From an optimization exercise on the open Yosys and OpenROAD flow, aimed at small area and few clock cycles per item; shortcuts taken in it are not production practice.
Only simulation tests tie the RTL to the original design; equivalence was not proved.
Power figures rest on the tool's default switching activity, not on a simulated workload.

==> inputs of wip/onyx <==
==> flow/design.v <==
`timescale 1ns / 1ps
module rrs_ram #(
  parameter int WIDTH = 24,
  parameter int DEPTH = 8
) (
  input  logic             clk,
  input  logic             shift,
  input  logic [WIDTH-1:0] wdata,
  output logic [WIDTH-1:0] oldest
);
  logic [WIDTH-1:0] mem [DEPTH];
  always_ff @(posedge clk) begin
    if (shift) begin
      mem[0] <= wdata;
      for (int i = 1; i < DEPTH; i++) begin
        mem[i] <= mem[i-1];
      end
    end
  end
  assign oldest = mem[DEPTH-1];
endmodule
`timescale 1ns / 1ps
module rocket_recovery_sequencer (
  input  logic           clk,
  input  logic           rst,
  input  logic           s_axis_tvalid,
  output logic           s_axis_tready,
  input  logic [111:0]   s_axis_tdata,
  output logic           m_axis_tvalid,
  input  logic           m_axis_tready,
  output logic [31:0]    m_axis_tdata,
  input  logic           cfg_valid,
  output logic           cfg_ready,
  input  logic [2:0]     cfg_index,
  input  logic [19:0]    cfg_data
);
  localparam logic [2:0] ST_READY     = 3'd1;
  localparam logic [2:0] ST_ASCENDING = 3'd2;
  localparam logic [2:0] ST_DROGUE    = 3'd3;
  localparam logic [2:0] ST_MAIN      = 3'd4;
  localparam logic [2:0] ST_LANDED    = 3'd5;
  localparam logic [1:0] CH_READY    = 2'd0;
  localparam logic [1:0] CH_IGNITING = 2'd1;
  localparam logic [1:0] CH_DONE     = 2'd2;
  function automatic logic geq34(input logic [33:0] a, input logic [33:0] b, input logic cin);
    logic c;
    c = cin;
    for (int i = 0; i < 34; i++) begin
      c = (a[i] & ~b[i]) | ((a[i] | ~b[i]) & c);
    end
    geq34 = c;
  endfunction
  function automatic logic [33:0] add34(input logic [33:0] a, input logic [33:0] b,
                                        input logic cin);
    logic [33:0] p, g, gg, pp, c;
    p  = a ^ b;
    g  = a & b;
    gg = g;
    pp = p;
    gg[0] = g[0] | (p[0] & cin);
    for (int l = 0; l < 6; l++) begin
      for (int i = 0; i < 34; i++) begin
        if (((i + 1) % (2 << l)) == 0) begin
          gg[i] = gg[i] | (pp[i] & gg[i - (1 << l)]);
          pp[i] = pp[i] & pp[i - (1 << l)];
        end
      end
    end
    for (int l = 4; l >= 0; l--) begin
      for (int i = 0; i < 34; i++) begin
        if (i >= (3 << l) - 1 && ((i + 1) % (2 << l)) == (1 << l)) begin
          gg[i] = gg[i] | (pp[i] & gg[i - (1 << l)]);
          pp[i] = pp[i] & pp[i - (1 << l)];
        end
      end
    end
    c = {gg[32:0], cin};
    add34 = p ^ c;
  endfunction
  function automatic logic nonneg3(input logic [25:0] a, input logic [25:0] b,
                                   input logic [25:0] c, input logic [1:0] k);
    logic [25:0] s, cy, x, y;
    s  = a ^ b ^ c;
    cy = (a & b) | (a & c) | (b & c);
    x  = s;
    y  = {cy[24:0], k[1]};
    nonneg3 = !(x[25] ^ y[25] ^ geq34({9'h1ff, x[24:0]}, ~{9'd0, y[24:0]}, k[0]) );
  endfunction
  logic [14:0] lift_m1, td_m1;
  logic        lift_z, td_z;
  logic [19:0] drogue_min_ms, drogue_max_ms, main_min_ms, main_max_ms;
  logic [15:0] apogee_drop, main_height;
  logic [14:0] cfg_m1;
  logic        cfg_z;
  logic [20:0] cfg_wd, cd0, cd1;
  logic [7:0]  cfg_we;
  assign cfg_ready = 1'b1;
  assign cfg_m1 = 15'(add34({19'd0, cfg_data[14:0]}, {34{1'b1}}, 1'b0));
  assign cfg_z  = (cfg_data[14:0] == 15'd0);
  assign cfg_wd = {cfg_z, cfg_data};
  assign cd0    = cfg_wd & {21{~rst}};
  assign cd1    = cfg_wd | {21{rst}};
  function automatic logic [20:0] rv(input logic [20:0] r);
    rv = (r & cd1) | (~r & cd0);
  endfunction
  function automatic logic [15:0] rvm(input logic [15:0] r);
    logic [15:0] d;
    d = {cfg_z, cfg_m1};
    rvm = (r & (d | {16{rst}})) | (~r & (d & {16{~rst}}));
  endfunction
  always_comb begin
    for (int k = 0; k < 8; k++) cfg_we[k] = rst | (cfg_valid & (cfg_index == 3'(k)));
  end
  always_ff @(posedge clk) begin
    if (cfg_we[0]) {lift_z, lift_m1} <= rvm({1'b0, 15'd24575});
    if (cfg_we[1]) {td_z, td_m1}     <= rvm({1'b0, 15'd16383});
    if (cfg_we[2]) drogue_min_ms     <= 20'(rv(21'd8000));
    if (cfg_we[3]) drogue_max_ms     <= 20'(rv(21'd20000));
    if (cfg_we[4]) apogee_drop       <= 16'(rv(21'd160));
    if (cfg_we[5]) main_min_ms       <= 20'(rv(21'd20000));
    if (cfg_we[6]) main_max_ms       <= 20'(rv(21'd120000));
    if (cfg_we[7]) main_height       <= 16'(rv(21'd3200));
  end
  logic v2, accept, xfer;
  assign m_axis_tvalid = v2;
  assign s_axis_tready = !v2 || m_axis_tready;
  assign accept        = s_axis_tvalid && s_axis_tready;
  assign xfer          = v2 && m_axis_tready;
  logic [23:0] alt;
  logic [31:0] t;
  logic [2:0]  st;
  assign alt = s_axis_tdata[71:48];
  assign t   = s_axis_tdata[103:72];
  assign st  = s_axis_tdata[106:104];
  logic lhit, thit;
  always_comb begin
    lhit = lift_z;
    thit = td_z;
    for (int i = 0; i < 3; i++) begin
      logic s;
      logic [14:0] m;
      s = s_axis_tdata[16*i + 15];
      m = s_axis_tdata[16*i +: 15] ^ {15{s}};
      lhit = lhit | geq34({19'd0, m}, {19'd0, lift_m1}, s);
      thit = thit | geq34({19'd0, m}, {19'd0, td_m1}, s);
    end
  end
  logic [23:0] oldest, old;
  logic [3:0]  count;
  logic [26:0] sum, sum_next;
  rrs_ram #(.WIDTH(24), .DEPTH(8)) u_window (
    .clk    (clk),
    .shift  (accept),
    .wdata  (alt),
    .oldest (oldest)
  );
  always_comb begin
    logic [26:0] a, b, c, s3, cy;
    old = count[3] ? oldest : 24'd0;
    a   = sum;
    b   = {{3{alt[23]}}, alt};
    c   = ~{{3{old[23]}}, old};
    s3  = a ^ b ^ c;
    cy  = (a & b) | (a & c) | (b & c);
    sum_next = 27'(add34({7'd0, s3}, {7'd0, cy[25:0], 1'b1}, 1'b0));
  end
  logic [31:0] liftoff_time, since;
  logic        lo1, hi1;
  assign since = 32'(add34({2'd0, t}, {2'd0, ~liftoff_time}, 1'b1));
  always_comb begin
    logic upper0;
    upper0 = (since[31:20] == 12'd0);
    if (st == ST_ASCENDING) begin
      lo1 = upper0 & !geq34({14'd0, since[19:0]}, {14'd0, drogue_min_ms}, 1'b1);
      hi1 = !upper0 | geq34({14'd0, since[19:0]}, {14'd0, drogue_max_ms}, 1'b1);
    end else begin
      lo1 = upper0 & !geq34({14'd0, since[19:0]}, {14'd0, main_min_ms}, 1'b1);
      hi1 = !upper0 | geq34({14'd0, since[19:0]}, {14'd0, main_max_ms}, 1'b0);
    end
  end
  logic [31:0] drogue_time, main_time;
  logic        held1;
  always_comb begin
    logic [31:0] ft, held_t;
    ft     = (st == ST_ASCENDING) ? drogue_time : main_time;
    held_t = 32'(add34({2'd0, t}, {2'd0, ~ft}, 1'b1));
    held1  = (held_t[31:10] != 22'd0) | (held_t[9:3] == 7'b1111101) |
             (held_t[9:5] == 5'b11111 && held_t[4]);
  end
  logic [2:0] st2;
  logic       hit2, lo2, hi2, held2;
  logic [23:0] avg, peak, launch_alt;
  logic [1:0]  drogue_state, main_state;
  logic        peak_up, drop_ok, height_ok;
  logic        drogue_due, main_due;
  logic [2:0]  st_next;
  logic [1:0]  drogue_next, main_next;
  assign avg = sum[26:3];
  always_comb begin
    peak_up   = !geq34({10'd0, ~peak[23], peak[22:0]}, {10'd0, ~avg[23], avg[22:0]}, 1'b1);
    drop_ok   = (apogee_drop == 16'd0) |
                nonneg3({{2{peak[23]}}, peak}, ~{{2{avg[23]}}, avg}, ~{10'd0, apogee_drop}, 2'b11);
    height_ok = nonneg3({{2{launch_alt[23]}}, launch_alt}, {10'd0, main_height},
                        ~{{2{avg[23]}}, avg}, 2'b01);
    drogue_due = !lo2 & (hi2 | drop_ok);
    main_due   = !lo2 & (hi2 | height_ok);
    st_next     = st2;
    drogue_next = drogue_state;
    main_next   = main_state;
    case (st2)
      ST_READY: if (hit2) st_next = ST_ASCENDING;
      ST_ASCENDING: begin
        if (drogue_due) begin
          case (drogue_state)
            CH_READY:    drogue_next = CH_IGNITING;
            CH_IGNITING: begin
              if (held2) begin
                drogue_next = CH_DONE;
                st_next     = ST_DROGUE;
              end
            end
            default: st_next = ST_DROGUE;
          endcase
        end
      end
      ST_DROGUE: begin
        if (main_due) begin
          case (main_state)
            CH_READY:    main_next = CH_IGNITING;
            CH_IGNITING: begin
              if (held2) begin
                main_next = CH_DONE;
                st_next   = ST_MAIN;
              end
            end
            default: st_next = ST_MAIN;
          endcase
        end
      end
      ST_MAIN: if (hit2) st_next = ST_LANDED;
      default: ;
    endcase
  end
  assign m_axis_tdata = {2'b00, avg, main_next == CH_IGNITING, drogue_next == CH_IGNITING,
                         st_next != st2, st_next};
  logic [1:0] drogue_eff, main_eff;
  assign drogue_eff = v2 ? drogue_next : drogue_state;
  assign main_eff   = v2 ? main_next : main_state;
  logic [23:0] avg_d;
  logic [26:0] sum_d;
  logic [31:0] t_d;
  assign avg_d = avg & {24{~rst}};
  assign sum_d = sum_next & {27{~rst}};
  assign t_d   = t & {32{~rst}};
  always_ff @(posedge clk) begin
    if (rst || accept) sum <= sum_d;
    if (rst || (accept && st == ST_READY && lhit)) liftoff_time <= t_d;
    if (rst || (xfer && peak_up)) peak <= avg_d;
    if (rst || (xfer && st2 == ST_READY && hit2)) launch_alt <= avg_d;
  end
  always_ff @(posedge clk) begin
    if (rst) begin
      count        <= '0;
      v2           <= 1'b0;
      drogue_state <= CH_READY;
      main_state   <= CH_READY;
    end else begin
      if (accept) begin
        v2 <= 1'b1;
        if (!count[3]) count <= count + 4'd1;
      end else if (m_axis_tready) begin
        v2 <= 1'b0;
      end
      if (xfer) begin
        drogue_state <= drogue_next;
        main_state   <= main_next;
      end
    end
  end
  always_ff @(posedge clk) begin
    if (accept) begin
      st2   <= st;
      hit2  <= (st == ST_READY) ? lhit : thit;
      lo2   <= lo1;
      hi2   <= hi1;
      held2 <= held1;
    end
    if (accept && st == ST_ASCENDING && drogue_eff == CH_READY) drogue_time <= t;
    if (accept && st == ST_DROGUE && main_eff == CH_READY) main_time <= t;
  end
endmodule
==> flow/run.sh <==
#!/bin/bash
# synth_recipe.tcl (not shown) runs the flow's synth.tcl, then flattens the netlist and writes it again
# the make line also repeats each setting of config.mk as NAME=value (left out here)
make -C /OpenROAD-flow-scripts/flow DESIGN_CONFIG=/design/flow/config.mk WORK_HOME=/design/flow/orfs CLKGATE_MAP_FILE= SYNTH_SCRIPT=/design/flow/synth_recipe.tcl finish
==> flow/config.mk <==
export PLATFORM = sky130hd
export DESIGN_NAME = rocket_recovery_sequencer
export DESIGN_NICKNAME = rocket_recovery_sequencer
export VERILOG_FILES = /design/flow/design.v
export SDC_FILE = /design/flow/constraint.sdc
export NUM_CORES = 4
export LEC_CHECK = 0
export ABC_AREA = 1
export CAP_MARGIN = 20
export CORE_MARGIN = 2
export CORE_UTILIZATION = 40
export SLEW_MARGIN = 20
==> flow/constraint.sdc <==
create_clock -name core_clock -period 8.0 [get_ports {clk}]
set_input_delay 1.6000 -clock core_clock [delete_from_list [all_inputs] [get_ports {clk}]]
set_output_delay 1.6000 -clock core_clock [all_outputs]
set_load 0.01 [all_outputs]
==> wip/tundra (differences from wip/onyx) <==
--- a/flow/design.v
+++ b/flow/design.v
@@ -88,2 +88,40 @@
   endfunction
+  function automatic logic [26:0] add27(input logic [26:0] a, input logic [26:0] b,
+                                        input logic cin);
+    logic [26:0] r, s;
+    logic        c, blk_c, all1;
+    blk_c = cin;
+    for (int k = 0; k < 3; k++) begin
+      c = (k == 0) ? cin : 1'b0;
+      for (int i = 9*k; i < 9*k + 9; i++) begin
+        r[i] = a[i] ^ b[i] ^ c;
+        c    = (a[i] & b[i]) | (a[i] & c) | (b[i] & c);
+      end
+      if (k == 0) begin
+        s[8:0] = r[8:0];
+        blk_c  = c;
+      end else begin
+        all1 = 1'b1;
+        for (int i = 9*k; i < 9*k + 9; i++) begin
+          s[i] = r[i] ^ (blk_c & all1);
+          all1 = all1 & r[i];
+        end
+        blk_c = c | (blk_c & all1);
+      end
+    end
+    add27 = s;
+  endfunction
+  function automatic logic eq_plus(input logic [21:0] x, input logic [21:0] y, input int n,
+                                   input logic inc);
+    logic ok, m;
+    ok = 1'b1;
+    m  = inc;
+    for (int i = 0; i < 22; i++) begin
+      if (i < n) begin
+        ok = ok & ((x[i] ^ y[i]) == m);
+        m  = m & y[i];
+      end
+    end
+    eq_plus = ok;
+  endfunction
   logic [14:0] lift_m1, td_m1;
@@ -134,6 +172,8 @@
   assign st  = s_axis_tdata[106:104];
-  logic lhit, thit;
+  logic        hit1, lim_z;
+  logic [14:0] lim_m1;
   always_comb begin
-    lhit = lift_z;
-    thit = td_z;
+    lim_z  = (st == ST_READY) ? lift_z : td_z;
+    lim_m1 = (st == ST_READY) ? lift_m1 : td_m1;
+    hit1   = lim_z;
     for (int i = 0; i < 3; i++) begin
@@ -143,4 +183,3 @@
       m = s_axis_tdata[16*i +: 15] ^ {15{s}};
-      lhit = lhit | geq34({19'd0, m}, {19'd0, lift_m1}, s);
-      thit = thit | geq34({19'd0, m}, {19'd0, td_m1}, s);
+      hit1 = hit1 | geq34({19'd0, m}, {19'd0, lim_m1}, s);
     end
@@ -164,3 +203,3 @@
     cy  = (a & b) | (a & c) | (b & c);
-    sum_next = 27'(add34({7'd0, s3}, {7'd0, cy[25:0], 1'b1}, 1'b0));
+    sum_next = add27(s3, {cy[25:0], 1'b1}, 1'b0);
   end
@@ -168,13 +207,14 @@
   logic        lo1, hi1;
-  assign since = 32'(add34({2'd0, t}, {2'd0, ~liftoff_time}, 1'b1));
-  always_comb begin
-    logic upper0;
-    upper0 = (since[31:20] == 12'd0);
-    if (st == ST_ASCENDING) begin
-      lo1 = upper0 & !geq34({14'd0, since[19:0]}, {14'd0, drogue_min_ms}, 1'b1);
-      hi1 = !upper0 | geq34({14'd0, since[19:0]}, {14'd0, drogue_max_ms}, 1'b1);
-    end else begin
-      lo1 = upper0 & !geq34({14'd0, since[19:0]}, {14'd0, main_min_ms}, 1'b1);
-      hi1 = !upper0 | geq34({14'd0, since[19:0]}, {14'd0, main_max_ms}, 1'b0);
-    end
+  logic [20:0] since_lo;
+  assign since_lo = 21'(add34({14'd0, t[19:0]}, {14'd0, ~liftoff_time[19:0]}, 1'b1));
+  assign since    = {12'd0, since_lo[19:0]};
+  always_comb begin
+    logic upper0, asc;
+    logic [19:0] thr_lo, thr_hi;
+    upper0 = eq_plus({10'd0, t[31:20]}, {10'd0, liftoff_time[31:20]}, 12, !since_lo[20]);
+    asc  = (st == ST_ASCENDING);
+    thr_lo = asc ? drogue_min_ms : main_min_ms;
+    thr_hi = asc ? drogue_max_ms : main_max_ms;
+    lo1 = upper0 & !geq34({14'd0, since[19:0]}, {14'd0, thr_lo}, 1'b1);
+    hi1 = !upper0 | geq34({14'd0, since[19:0]}, {14'd0, thr_hi}, asc);
   end
@@ -183,7 +223,10 @@
   always_comb begin
-    logic [31:0] ft, held_t;
+    logic [31:0] ft;
+    logic [10:0] lo;
+    logic        under1k;
     ft     = (st == ST_ASCENDING) ? drogue_time : main_time;
-    held_t = 32'(add34({2'd0, t}, {2'd0, ~ft}, 1'b1));
-    held1  = (held_t[31:10] != 22'd0) | (held_t[9:3] == 7'b1111101) |
-             (held_t[9:5] == 5'b11111 && held_t[4]);
+    lo      = 11'(add34({24'd0, t[9:0]}, {24'd0, ~ft[9:0]}, 1'b1));
+    under1k = eq_plus(t[31:10], ft[31:10], 22, !lo[10]) &
+              !(lo[9:5] == 5'b11111 && (lo[4] | lo[3]));
+    held1   = !under1k;
   end
@@ -193,3 +236,5 @@
   logic [1:0]  drogue_state, main_state;
-  logic        peak_up, drop_ok, height_ok;
+  logic        peak_up, cond_ok, asc2;
+  logic [23:0] base;
+  logic [25:0] bound;
   logic        drogue_due, main_due;
@@ -200,8 +245,9 @@
     peak_up   = !geq34({10'd0, ~peak[23], peak[22:0]}, {10'd0, ~avg[23], avg[22:0]}, 1'b1);
-    drop_ok   = (apogee_drop == 16'd0) |
-                nonneg3({{2{peak[23]}}, peak}, ~{{2{avg[23]}}, avg}, ~{10'd0, apogee_drop}, 2'b11);
-    height_ok = nonneg3({{2{launch_alt[23]}}, launch_alt}, {10'd0, main_height},
-                        ~{{2{avg[23]}}, avg}, 2'b01);
-    drogue_due = !lo2 & (hi2 | drop_ok);
-    main_due   = !lo2 & (hi2 | height_ok);
+    asc2  = (st2 == ST_ASCENDING);
+    base  = asc2 ? peak : launch_alt;
+    bound = asc2 ? ~{10'd0, apogee_drop} : {10'd0, main_height};
+    cond_ok = (asc2 & (apogee_drop == 16'd0)) |
+              nonneg3({{2{base[23]}}, base}, bound, ~{{2{avg[23]}}, avg}, {asc2, 1'b1});
+    drogue_due = !lo2 & (hi2 | cond_ok);
+    main_due   = drogue_due;
     st_next     = st2;
@@ -256,3 +302,3 @@
     if (rst || accept) sum <= sum_d;
-    if (rst || (accept && st == ST_READY && lhit)) liftoff_time <= t_d;
+    if (rst || (accept && st == ST_READY && hit1)) liftoff_time <= t_d;
     if (rst || (xfer && peak_up)) peak <= avg_d;
@@ -282,3 +328,3 @@
       st2   <= st;
-      hit2  <= (st == ST_READY) ? lhit : thit;
+      hit2  <= hit1;
       lo2   <= lo1;
==> flow/flow/run.sh (new file) <==
#!/bin/bash
set -euo pipefail
export BUFFER_PORTS_ARGS="-buffer_cell sky130_fd_sc_hd__buf_1"
export RECOVER_POWER=100
bash standard.sh > standard_flow.log 2>&1
==> flow/standard.sh (new file) <==
#!/bin/bash
# synth_recipe.tcl (not shown) runs the flow's synth.tcl, then flattens the netlist and writes it again
# the make line also repeats each setting of config.mk as NAME=value (left out here)
make -C /OpenROAD-flow-scripts/flow DESIGN_CONFIG=/design/flow/config.mk WORK_HOME=/design/flow/orfs CLKGATE_MAP_FILE= SYNTH_SCRIPT=/design/flow/synth_recipe.tcl "${@:-finish}"
CTS_BUF_LIST = sky130_fd_sc_hd__clkbuf_4   (was default)
removed: flow/run.sh
==> wip/juniper (differences from wip/onyx) <==
--- a/flow/design.v
+++ b/flow/design.v
@@ -88,2 +88,40 @@
   endfunction
+  function automatic logic [26:0] add27(input logic [26:0] a, input logic [26:0] b,
+                                        input logic cin);
+    logic [26:0] r, s;
+    logic        c, blk_c, all1;
+    blk_c = cin;
+    for (int k = 0; k < 3; k++) begin
+      c = (k == 0) ? cin : 1'b0;
+      for (int i = 9*k; i < 9*k + 9; i++) begin
+        r[i] = a[i] ^ b[i] ^ c;
+        c    = (a[i] & b[i]) | (a[i] & c) | (b[i] & c);
+      end
+      if (k == 0) begin
+        s[8:0] = r[8:0];
+        blk_c  = c;
+      end else begin
+        all1 = 1'b1;
+        for (int i = 9*k; i < 9*k + 9; i++) begin
+          s[i] = r[i] ^ (blk_c & all1);
+          all1 = all1 & r[i];
+        end
+        blk_c = c | (blk_c & all1);
+      end
+    end
+    add27 = s;
+  endfunction
+  function automatic logic eq_plus(input logic [21:0] x, input logic [21:0] y, input int n,
+                                   input logic inc);
+    logic ok, m;
+    ok = 1'b1;
+    m  = inc;
+    for (int i = 0; i < 22; i++) begin
+      if (i < n) begin
+        ok = ok & ((x[i] ^ y[i]) == m);
+        m  = m & y[i];
+      end
+    end
+    eq_plus = ok;
+  endfunction
   logic [14:0] lift_m1, td_m1;
@@ -134,6 +172,8 @@
   assign st  = s_axis_tdata[106:104];
-  logic lhit, thit;
+  logic        hit1, lim_z;
+  logic [14:0] lim_m1;
   always_comb begin
-    lhit = lift_z;
-    thit = td_z;
+    lim_z  = (st == ST_READY) ? lift_z : td_z;
+    lim_m1 = (st == ST_READY) ? lift_m1 : td_m1;
+    hit1   = lim_z;
     for (int i = 0; i < 3; i++) begin
@@ -143,4 +183,3 @@
       m = s_axis_tdata[16*i +: 15] ^ {15{s}};
-      lhit = lhit | geq34({19'd0, m}, {19'd0, lift_m1}, s);
-      thit = thit | geq34({19'd0, m}, {19'd0, td_m1}, s);
+      hit1 = hit1 | geq34({19'd0, m}, {19'd0, lim_m1}, s);
     end
@@ -164,3 +203,3 @@
     cy  = (a & b) | (a & c) | (b & c);
-    sum_next = 27'(add34({7'd0, s3}, {7'd0, cy[25:0], 1'b1}, 1'b0));
+    sum_next = add27(s3, {cy[25:0], 1'b1}, 1'b0);
   end
@@ -168,13 +207,14 @@
   logic        lo1, hi1;
-  assign since = 32'(add34({2'd0, t}, {2'd0, ~liftoff_time}, 1'b1));
-  always_comb begin
-    logic upper0;
-    upper0 = (since[31:20] == 12'd0);
-    if (st == ST_ASCENDING) begin
-      lo1 = upper0 & !geq34({14'd0, since[19:0]}, {14'd0, drogue_min_ms}, 1'b1);
-      hi1 = !upper0 | geq34({14'd0, since[19:0]}, {14'd0, drogue_max_ms}, 1'b1);
-    end else begin
-      lo1 = upper0 & !geq34({14'd0, since[19:0]}, {14'd0, main_min_ms}, 1'b1);
-      hi1 = !upper0 | geq34({14'd0, since[19:0]}, {14'd0, main_max_ms}, 1'b0);
-    end
+  logic [20:0] since_lo;
+  assign since_lo = 21'(add34({14'd0, t[19:0]}, {14'd0, ~liftoff_time[19:0]}, 1'b1));
+  assign since    = {12'd0, since_lo[19:0]};
+  always_comb begin
+    logic upper0, asc;
+    logic [19:0] thr_lo, thr_hi;
+    upper0 = eq_plus({10'd0, t[31:20]}, {10'd0, liftoff_time[31:20]}, 12, !since_lo[20]);
+    asc  = (st == ST_ASCENDING);
+    thr_lo = asc ? drogue_min_ms : main_min_ms;
+    thr_hi = asc ? drogue_max_ms : main_max_ms;
+    lo1 = upper0 & !geq34({14'd0, since[19:0]}, {14'd0, thr_lo}, 1'b1);
+    hi1 = !upper0 | geq34({14'd0, since[19:0]}, {14'd0, thr_hi}, asc);
   end
@@ -183,7 +223,10 @@
   always_comb begin
-    logic [31:0] ft, held_t;
+    logic [31:0] ft;
+    logic [10:0] lo;
+    logic        under1k;
     ft     = (st == ST_ASCENDING) ? drogue_time : main_time;
-    held_t = 32'(add34({2'd0, t}, {2'd0, ~ft}, 1'b1));
-    held1  = (held_t[31:10] != 22'd0) | (held_t[9:3] == 7'b1111101) |
-             (held_t[9:5] == 5'b11111 && held_t[4]);
+    lo      = 11'(add34({24'd0, t[9:0]}, {24'd0, ~ft[9:0]}, 1'b1));
+    under1k = eq_plus(t[31:10], ft[31:10], 22, !lo[10]) &
+              !(lo[9:5] == 5'b11111 && (lo[4] | lo[3]));
+    held1   = !under1k;
   end
@@ -193,3 +236,5 @@
   logic [1:0]  drogue_state, main_state;
-  logic        peak_up, drop_ok, height_ok;
+  logic        peak_up, cond_ok, asc2;
+  logic [23:0] base;
+  logic [25:0] bound;
   logic        drogue_due, main_due;
@@ -200,8 +245,9 @@
     peak_up   = !geq34({10'd0, ~peak[23], peak[22:0]}, {10'd0, ~avg[23], avg[22:0]}, 1'b1);
-    drop_ok   = (apogee_drop == 16'd0) |
-                nonneg3({{2{peak[23]}}, peak}, ~{{2{avg[23]}}, avg}, ~{10'd0, apogee_drop}, 2'b11);
-    height_ok = nonneg3({{2{launch_alt[23]}}, launch_alt}, {10'd0, main_height},
-                        ~{{2{avg[23]}}, avg}, 2'b01);
-    drogue_due = !lo2 & (hi2 | drop_ok);
-    main_due   = !lo2 & (hi2 | height_ok);
+    asc2  = (st2 == ST_ASCENDING);
+    base  = asc2 ? peak : launch_alt;
+    bound = asc2 ? ~{10'd0, apogee_drop} : {10'd0, main_height};
+    cond_ok = (asc2 & (apogee_drop == 16'd0)) |
+              nonneg3({{2{base[23]}}, base}, bound, ~{{2{avg[23]}}, avg}, {asc2, 1'b1});
+    drogue_due = !lo2 & (hi2 | cond_ok);
+    main_due   = drogue_due;
     st_next     = st2;
@@ -256,3 +302,3 @@
     if (rst || accept) sum <= sum_d;
-    if (rst || (accept && st == ST_READY && lhit)) liftoff_time <= t_d;
+    if (rst || (accept && st == ST_READY && hit1)) liftoff_time <= t_d;
     if (rst || (xfer && peak_up)) peak <= avg_d;
@@ -282,3 +328,3 @@
       st2   <= st;
-      hit2  <= (st == ST_READY) ? lhit : thit;
+      hit2  <= hit1;
       lo2   <= lo1;
==> summary of the runs <==
- Of wip/juniper and wip/tundra, wip/tundra has the higher via count (gap about 3.6%, measured against wip/tundra).
- The highest final cell count belongs to wip/onyx, the lowest to wip/juniper.
- wip/tundra completed, yet does not pass: max-capacitance violations, max-slew violations. wip/juniper completed with no timing, DRC or antenna violations. wip/onyx went through all stages and came out clean.
- In sequential power, wip/tundra and wip/onyx hardly differ.
- Of wip/juniper and wip/tundra, wip/tundra has the higher setup slack (gap 0.10 ns).
- Total power: wip/tundra < wip/juniper < wip/onyx.
- In wip/tundra the sequential share of layout area is higher than in wip/onyx, by 5.6 points.
==> figures <==
item                                                                  wip/juniper                                       wip/tundra        wip/onyx
Number of DRC markers in iteration 0                                          932                                              948            1117
Worst-path maximum fanout                                                       4                                               26               3
Worst Tran Pin Value                                                      1.03 ns                                          3.93 ns         1.08 ns
Result of the run                                                  finished clean                                  failed layout checks  finished clean
Violated checks                                                                 -  max-capacitance violations, max-slew violations               -
Post-Syn Instances                                                           2173                                             2173            2471
Number of antenna violations at the first check in global routing               2                                                2               5
Met1 track demand over resource in global routing                           22.4%                                            21.9%           21.5%
Total number of vias                                                        15400                                            16000           17300
Register area share after synthesis                                         61.1%                                            61.1%           56.6%
Final core utilization                                                      47.6%                                            45.7%           47.0%
Maximum number of pins on one net before global-route repair                  178                                               75             169
Count of standard-cell rows                                                    92                                               92              96
Seq pwr                                                                   3.53 mW                                          3.54 mW         3.55 mW
Worst hold margin                                                        0.417 ns                                         0.397 ns        0.413 ns
Testbench counts of wip/onyx, summed over its fixed seeds: cycles 16,016, items 16,000.
Testbench counts of wip/tundra, summed over its fixed seeds: cycles 16,016, items 16,000.
Testbench counts of wip/juniper, summed over its fixed seeds: cycles 16,016, items 16,000.

separate check: timing with driven ports:
Ports are ideal in the flow. The routed layouts listed here were re-timed in OpenROAD. Step 1 sets driving cells, clkbuf_16 on the clock port and buf_2 on the other inputs (assumed; they add their load-dependent delay and slew). Step 2 moves the port delays by t, midway between the first and last clock arrival at a register: inputs arrive t later, outputs are due t later. That takes back most of the time a late clock gives input paths. Slacks: no drivers / after step 1 / after step 2; pairs: no drivers / after step 1.
run | t, ns | setup WS [ns] | latest minus earliest clock arrival (ns) | slew at the worst register clock pin (ns)
wip/onyx | 0.656 | 0.996 / 1.032 / 0.376 | 0.018 / 0.018 | 0.07 / 0.07
wip/tundra | 1.002 | 0.845 / 0.794 / 0.365 | 0.064 / 0.064 | 0.07 / 0.07
wip/juniper | 0.661 | 0.741 / 0.701 / 0.108 | 0.045 / 0.045 | 0.07 / 0.07
The setup slack of wip/juniper, which loses most, moves by -0.040 ns with the drivers and by -0.633 ns with both steps.
